What follows belongs to an exercise in optimizing a design on an open flow for small area, a short achievable clock period and few clock cycles per item; a production flow would make more cautious choices. Function was checked by simulation only, so behaviour that the tests miss may differ from the original.

==> 03-14 <==
==> flow/design.v (excerpt) <==
module inv_top (
  input  logic        clk,
  input  logic        reset_n,
  input  logic        req,
  input  logic [31:0] p,
  input  logic [31:0] a,
  output logic        ack,
  output logic [31:0] inv,
  output logic [6:0]  k
);
  localparam int M = 2;             
  logic [31:0] uu, v, r, s;
  logic        busy, fin, ack_q;
  logic [30:0] x, y, dg, dp, dG, dP, d;
  logic        gt;
  assign x  = uu[31:1];
  assign y  = v[31:1];
  assign dg = x & ~y;
  assign dp = ~(x ^ y);
  inv_prefix #(.W(31)) u_dpfx (.g(dg), .p(dp), .G(dG), .P(dP));
  assign gt = dG[30];
  assign d  = dp ^ {dG[29:0], 1'b0};                      
  wire   term = dP[30];                                   
  logic [31:0] sg, sp, sG, sP, sum;
  logic        sco;
  assign sg  = r & s;
  assign sp  = r ^ s;
  inv_prefix #(.W(32)) u_spfx (.g(sg), .p(sp), .G(sG), .P(sP));
  assign sum = sp ^ {sG[30:0] | (sP[30:0] & {31{fin}}), fin};
  assign sco = sG[31] | (sP[31] & fin);
  function automatic logic [M:0] tz1h(input logic [M:0] z);
    tz1h = '0;
    tz1h[M] = 1'b1;
    for (int i = M - 1; i >= 0; i--)
      if (z[i + 1]) tz1h = (M + 1)'(1) << i;
  endfunction
  wire       run = busy & ~fin;
  wire       eu  = run & uu[0];                           
  wire       ev  = run & ~uu[0] & ~v[0];
  wire       bo  = run & ~uu[0] & v[0];                   
  wire [M:0] hu  = tz1h(~uu[M:0]) & {(M+1){eu}};
  wire [M:0] hv  = tz1h(v[M:0]) & {(M+1){ev}};
  wire [M:0] hd  = tz1h({~dp[M-1:0], 1'b0}) & {(M+1){bo}};  
  wire       ugt = bo & gt;
  wire       vgt = bo & ~gt;
  wire       last = bo & term;
  logic [31:0] uu_n, v_n, r_n, s_n;
  logic [6:0]  k_inc;
  always_comb begin
    uu_n = (eu | ugt) ? '0 : uu;
    v_n  = (ev | vgt) ? '0 : v;
    s_n  = (eu | (bo & ~term)) ? '0 : s;
    r_n  = (ev | (bo & ~term) | fin) ? '0 : (r ^ {32{last}});
    k_inc = '0;
    for (int j = 0; j <= M; j++) begin
      if (hu[j]) begin
        uu_n = uu_n | (uu >> (j + 1));
        s_n  = s_n | (s << (j + 1));
      end
      if (hv[j]) begin
        v_n = v_n | (v >> (j + 1));
        r_n = r_n | (r << (j + 1));
      end
      if (hd[j] & gt) begin
  ...
==> module inv_prefix, before the edit <==
module inv_prefix #(
  parameter int W = 32
) (
  input  logic [W-1:0] g,
  input  logic [W-1:0] p,
  output logic [W-1:0] G,
  output logic [W-1:0] P
);
  always_comb begin
    G = g;
    P = p;
    for (int l = 0; (1 << l) < W; l++) begin
      for (int i = W - 1; i >= 0; i--) begin
        if (i[l]) begin
          int j;
          j = ((i >> l) << l) - 1;
          G[i] = G[i] | (P[i] & G[j]);
          P[i] = P[i] & P[j];
        end
      end
    end
  end
endmodule
==> module inv_top, before the edit <==
module inv_top (
  input  logic        clk,
  input  logic        reset_n,
  input  logic        req,
  input  logic [31:0] p,
  input  logic [31:0] a,
  output logic        ack,
  output logic [31:0] inv,
  output logic [6:0]  k
);
  localparam int M = 2;             
  logic [31:0] uu, v, r, s;
  logic        busy, fin, ack_q;
  logic [30:0] x, y, dg, dp, dG, dP, d;
  logic        gt;
  assign x  = uu[31:1];
  assign y  = v[31:1];
  assign dg = x & ~y;
  assign dp = ~(x ^ y);
  inv_prefix #(.W(31)) u_dpfx (.g(dg), .p(dp), .G(dG), .P(dP));
  assign gt = dG[30];
  assign d  = dp ^ {dG[29:0], 1'b0};                      
  wire   term = dP[30];                                   
  logic [31:0] sg, sp, sG, sP, sum;
  logic        sco;
  assign sg  = r & s;
  assign sp  = r ^ s;
  inv_prefix #(.W(32)) u_spfx (.g(sg), .p(sp), .G(sG), .P(sP));
  assign sum = sp ^ {sG[30:0] | (sP[30:0] & {31{fin}}), fin};
  assign sco = sG[31] | (sP[31] & fin);
  function automatic logic [M:0] tz1h(input logic [M:0] z);
    tz1h = '0;
    tz1h[M] = 1'b1;
    for (int i = M - 1; i >= 0; i--)
      if (z[i + 1]) tz1h = (M + 1)'(1) << i;
  endfunction
  wire       run = busy & ~fin;
  wire       eu  = run & uu[0];                           
  wire       ev  = run & ~uu[0] & ~v[0];
  wire       bo  = run & ~uu[0] & v[0];                   
  wire [M:0] hu  = tz1h(~uu[M:0]) & {(M+1){eu}};
  wire [M:0] hv  = tz1h(v[M:0]) & {(M+1){ev}};
  wire [M:0] hd  = tz1h({~dp[M-1:0], 1'b0}) & {(M+1){bo}};  
  wire       ugt = bo & gt;
  wire       vgt = bo & ~gt;
  wire       last = bo & term;
  logic [31:0] uu_n, v_n, r_n, s_n;
  logic [6:0]  k_inc;
  always_comb begin
    uu_n = (eu | ugt) ? '0 : uu;
    v_n  = (ev | vgt) ? '0 : v;
    s_n  = (eu | (bo & ~term)) ? '0 : s;
    r_n  = (ev | (bo & ~term) | fin) ? '0 : (r ^ {32{last}});
    k_inc = '0;
    for (int j = 0; j <= M; j++) begin
      if (hu[j]) begin
        uu_n = uu_n | (uu >> (j + 1));
        s_n  = s_n | (s << (j + 1));
      end
      if (hv[j]) begin
        v_n = v_n | (v >> (j + 1));
        r_n = r_n | (r << (j + 1));
      end
      if (hd[j] & gt) begin
        uu_n = uu_n | ({1'b0, d} >> j);
        s_n  = s_n | (s << (j + 1));
      end
      if (hd[j] & ~gt) v_n = v_n | ({1'b0, ~d} >> j);
      if (hd[j] & ~gt & ~term) r_n = r_n | (r << (j + 1));
      if (hu[j] | hv[j] | hd[j]) k_inc = k_inc | 7'(j + 1);
    end
    if (ugt | (fin & sco)) r_n = r_n | sum;
    if (vgt & ~term) s_n = s_n | sum;
    if (fin & ~sco) r_n = r_n | (s << 1);
  end
  always_ff @(posedge clk or negedge reset_n) begin
    if (!reset_n) begin
      busy  <= 1'b0;
      fin   <= 1'b0;
      ack_q <= 1'b0;
    end else begin
      if (ack_q && !req) ack_q <= 1'b0;
      if (!busy && !ack_q && req) busy <= 1'b1;
      if (last) fin <= 1'b1;
      if (fin) begin
        fin   <= 1'b0;
        busy  <= 1'b0;
        ack_q <= 1'b1;
      end
    end
  end
  always_ff @(posedge clk) begin
    if (!busy) begin
      uu <= {p[31:1], 1'b0};                              
      v  <= a;
      s  <= 32'd1;
      if (!ack_q) begin
        r <= '0;
        k <= '0;
      end
    end else begin
      uu <= uu_n;
      v  <= v_n;
      s  <= s_n;
      r  <= r_n;
      k  <= last ? k + 1'b1 : k + k_inc;
    end
  end
  assign ack = ack_q;
  assign inv = r;
endmodule
Settings: LEC_CHECK=0, CAP_MARGIN=20, CORE_MARGIN=2, CORE_UTILIZATION=40, SETUP_SLACK_MARGIN=1.0, SLEW_MARGIN=20; clock period 4.5 ns.
run.sh (not shown) runs the stock make flow with config.mk's settings and CLKGATE_MAP_FILE= SYNTH_SCRIPT=/design/flow/synth_recipe.tcl, a recipe that flattens the netlist after the stock synthesis.
==> 01-12: changes against 03-14 <==
--- a/flow/design.v
+++ b/flow/design.v
@@ -26,3 +26,4 @@
 module inv_prefix #(
-  parameter int W = 32
+  parameter int W    = 32,
+  parameter int KIND = 0
 ) (
@@ -34,11 +35,35 @@
   always_comb begin
+    logic [W-1:0] Gq, Pq;
     G = g;
     P = p;
-    for (int l = 0; (1 << l) < W; l++) begin
-      for (int i = W - 1; i >= 0; i--) begin
-        if (i[l]) begin
-          int j;
-          j = ((i >> l) << l) - 1;
-          G[i] = G[i] | (P[i] & G[j]);
-          P[i] = P[i] & P[j];
+    if (KIND == 1) begin
+      for (int l = 0; (1 << l) < W; l++) begin
+        Gq = G;
+        Pq = P;
+        for (int i = W - 1; i >= (1 << l); i--) begin
+          G[i] = Gq[i] | (Pq[i] & Gq[i - (1 << l)]);
+          P[i] = Pq[i] & Pq[i - (1 << l)];
+        end
+      end
+    end else if (KIND == 2) begin
+      for (int l = 0; (1 << l) < W; l++)
+        for (int i = (2 << l) - 1; i < W; i += (2 << l)) begin
+          G[i] = G[i] | (P[i] & G[i - (1 << l)]);
+          P[i] = P[i] & P[i - (1 << l)];
+        end
+      for (int l = 8; l >= 0; l--)
+        if ((1 << l) < W)
+          for (int i = 3 * (1 << l) - 1; i < W; i += (2 << l)) begin
+            G[i] = G[i] | (P[i] & G[i - (1 << l)]);
+            P[i] = P[i] & P[i - (1 << l)];
+          end
+    end else begin
+      for (int l = 0; (1 << l) < W; l++) begin
+        for (int i = W - 1; i >= 0; i--) begin
+          if (i[l]) begin
+            int j;
+            j = ((i >> l) << l) - 1;
+            G[i] = G[i] | (P[i] & G[j]);
+            P[i] = P[i] & P[j];
+          end
         end
@@ -58,3 +83,6 @@
 );
-  localparam int M = 2;             
+  localparam int ME = 2;            
+  localparam int MS = 2;            
+  localparam int DK = 0;            
+  localparam int SK = 0;            
   logic [31:0] uu, v, r, s;
@@ -67,3 +95,3 @@
   assign dp = ~(x ^ y);
-  inv_prefix #(.W(31)) u_dpfx (.g(dg), .p(dp), .G(dG), .P(dP));
+  inv_prefix #(.W(31), .KIND(DK)) u_dpfx (.g(dg), .p(dp), .G(dG), .P(dP));
   assign gt = dG[30];
@@ -75,10 +103,16 @@
   assign sp  = r ^ s;
-  inv_prefix #(.W(32)) u_spfx (.g(sg), .p(sp), .G(sG), .P(sP));
+  inv_prefix #(.W(32), .KIND(SK)) u_spfx (.g(sg), .p(sp), .G(sG), .P(sP));
   assign sum = sp ^ {sG[30:0] | (sP[30:0] & {31{fin}}), fin};
   assign sco = sG[31] | (sP[31] & fin);
-  function automatic logic [M:0] tz1h(input logic [M:0] z);
-    tz1h = '0;
-    tz1h[M] = 1'b1;
-    for (int i = M - 1; i >= 0; i--)
-      if (z[i + 1]) tz1h = (M + 1)'(1) << i;
+  function automatic logic [ME:0] tz1e(input logic [ME:0] z);
+    tz1e = '0;
+    tz1e[ME] = 1'b1;
+    for (int i = ME - 1; i >= 0; i--)
+      if (z[i + 1]) tz1e = (ME + 1)'(1) << i;
+  endfunction
+  function automatic logic [MS:0] tz1s(input logic [MS:0] z);
+    tz1s = '0;
+    tz1s[MS] = 1'b1;
+    for (int i = MS - 1; i >= 0; i--)
+      if (z[i + 1]) tz1s = (MS + 1)'(1) << i;
   endfunction
@@ -88,5 +122,5 @@
   wire       bo  = run & ~uu[0] & v[0];                   
-  wire [M:0] hu  = tz1h(~uu[M:0]) & {(M+1){eu}};
-  wire [M:0] hv  = tz1h(v[M:0]) & {(M+1){ev}};
-  wire [M:0] hd  = tz1h({~dp[M-1:0], 1'b0}) & {(M+1){bo}};  
+  wire [ME:0] hu = tz1e(~uu[ME:0]) & {(ME+1){eu}};
+  wire [ME:0] hv = tz1e(v[ME:0]) & {(ME+1){ev}};
+  wire [MS:0] hd = tz1s({~dp[MS-1:0], 1'b0}) & {(MS+1){bo}};  
   wire       ugt = bo & gt;
@@ -102,3 +136,3 @@
     k_inc = '0;
-    for (int j = 0; j <= M; j++) begin
+    for (int j = 0; j <= ME; j++) begin
       if (hu[j]) begin
@@ -111,2 +145,5 @@
       end
+      if (hu[j] | hv[j]) k_inc = k_inc | 7'(j + 1);
+    end
+    for (int j = 0; j <= MS; j++) begin
       if (hd[j] & gt) begin
@@ -117,3 +154,3 @@
       if (hd[j] & ~gt & ~term) r_n = r_n | (r << (j + 1));
-      if (hu[j] | hv[j] | hd[j]) k_inc = k_inc | 7'(j + 1);
+      if (hd[j]) k_inc = k_inc | 7'(j + 1);
     end
==> flow/flow/run.sh (new file) <==
#!/bin/bash
# The standard layout (the standard.sh, all ORFS steps), except that the
# input and output port buffers are made from the smallest buffer cell.
# The full output of the run goes to standard.log; ORFS's own per-step logs
# are under orfs/logs.
set -euo pipefail
export BUFFER_PORTS_ARGS="-buffer_cell sky130_fd_sc_hd__buf_1"
bash standard.sh finish > standard.log 2>&1
==> flow/standard.sh (new file) <==
#!/bin/bash
# synth_recipe.tcl (not shown) runs the flow's synth.tcl, then flattens the netlist and writes it again
# the make line also repeats each setting of config.mk as NAME=value (left out here)
make -C /OpenROAD-flow-scripts/flow DESIGN_CONFIG=/design/flow/config.mk WORK_HOME=/design/flow/orfs CLKGATE_MAP_FILE= SYNTH_SCRIPT=/design/flow/synth_recipe.tcl "${@:-finish}"
removed: flow/run.sh
==> comparison <==
Against 01-12, the register-to-register slack of 03-14 is lower by 0.12 ns. Of 01-12 and 03-14, 01-12 has the higher critical path depth (gap 1). Of 01-12 and 03-14, 01-12 has the higher clock-buffer cell count (gap 4). Global-route usage: 01-12 is lower than 03-14 (1.1 points). Of 01-12 and 03-14, 03-14 has the higher non-clock buffer count (gap 1).
Testbench counts of 03-14, summed over its fixed seeds: cycles 11,310, items 384.
Testbench counts of 01-12, summed over its fixed seeds: cycles 11,310, items 384.

==> afterwards: timing with drivers on the ports <==
No port has a modelled driver above. Below, the same layouts with a new extraction and two added sets of constraints. Step 1, drivers: a clkbuf_16 drives clk and a buf_2 each remaining input, both assumed. Step 2 adds t to the input delays and takes it off the output delays; t is the mean of the earliest and latest rising clock arrival at the registers after step 1. Input paths then give back, and output paths get back, about the clock's delay inside the block. a / b / c = ideal ports / drivers / drivers and shift; a / b = the first two.
run	shift t [ns]	setup slack, ns	hold WS [ns]
03-14	0.486	1.004 / 1.004 / 1.004	0.499 / 0.499 / 0.499
01-12	0.481	1.120 / 1.120 / 1.120	0.310 / 0.281 / 0.526
After both steps setup and hold are still met in every run listed.
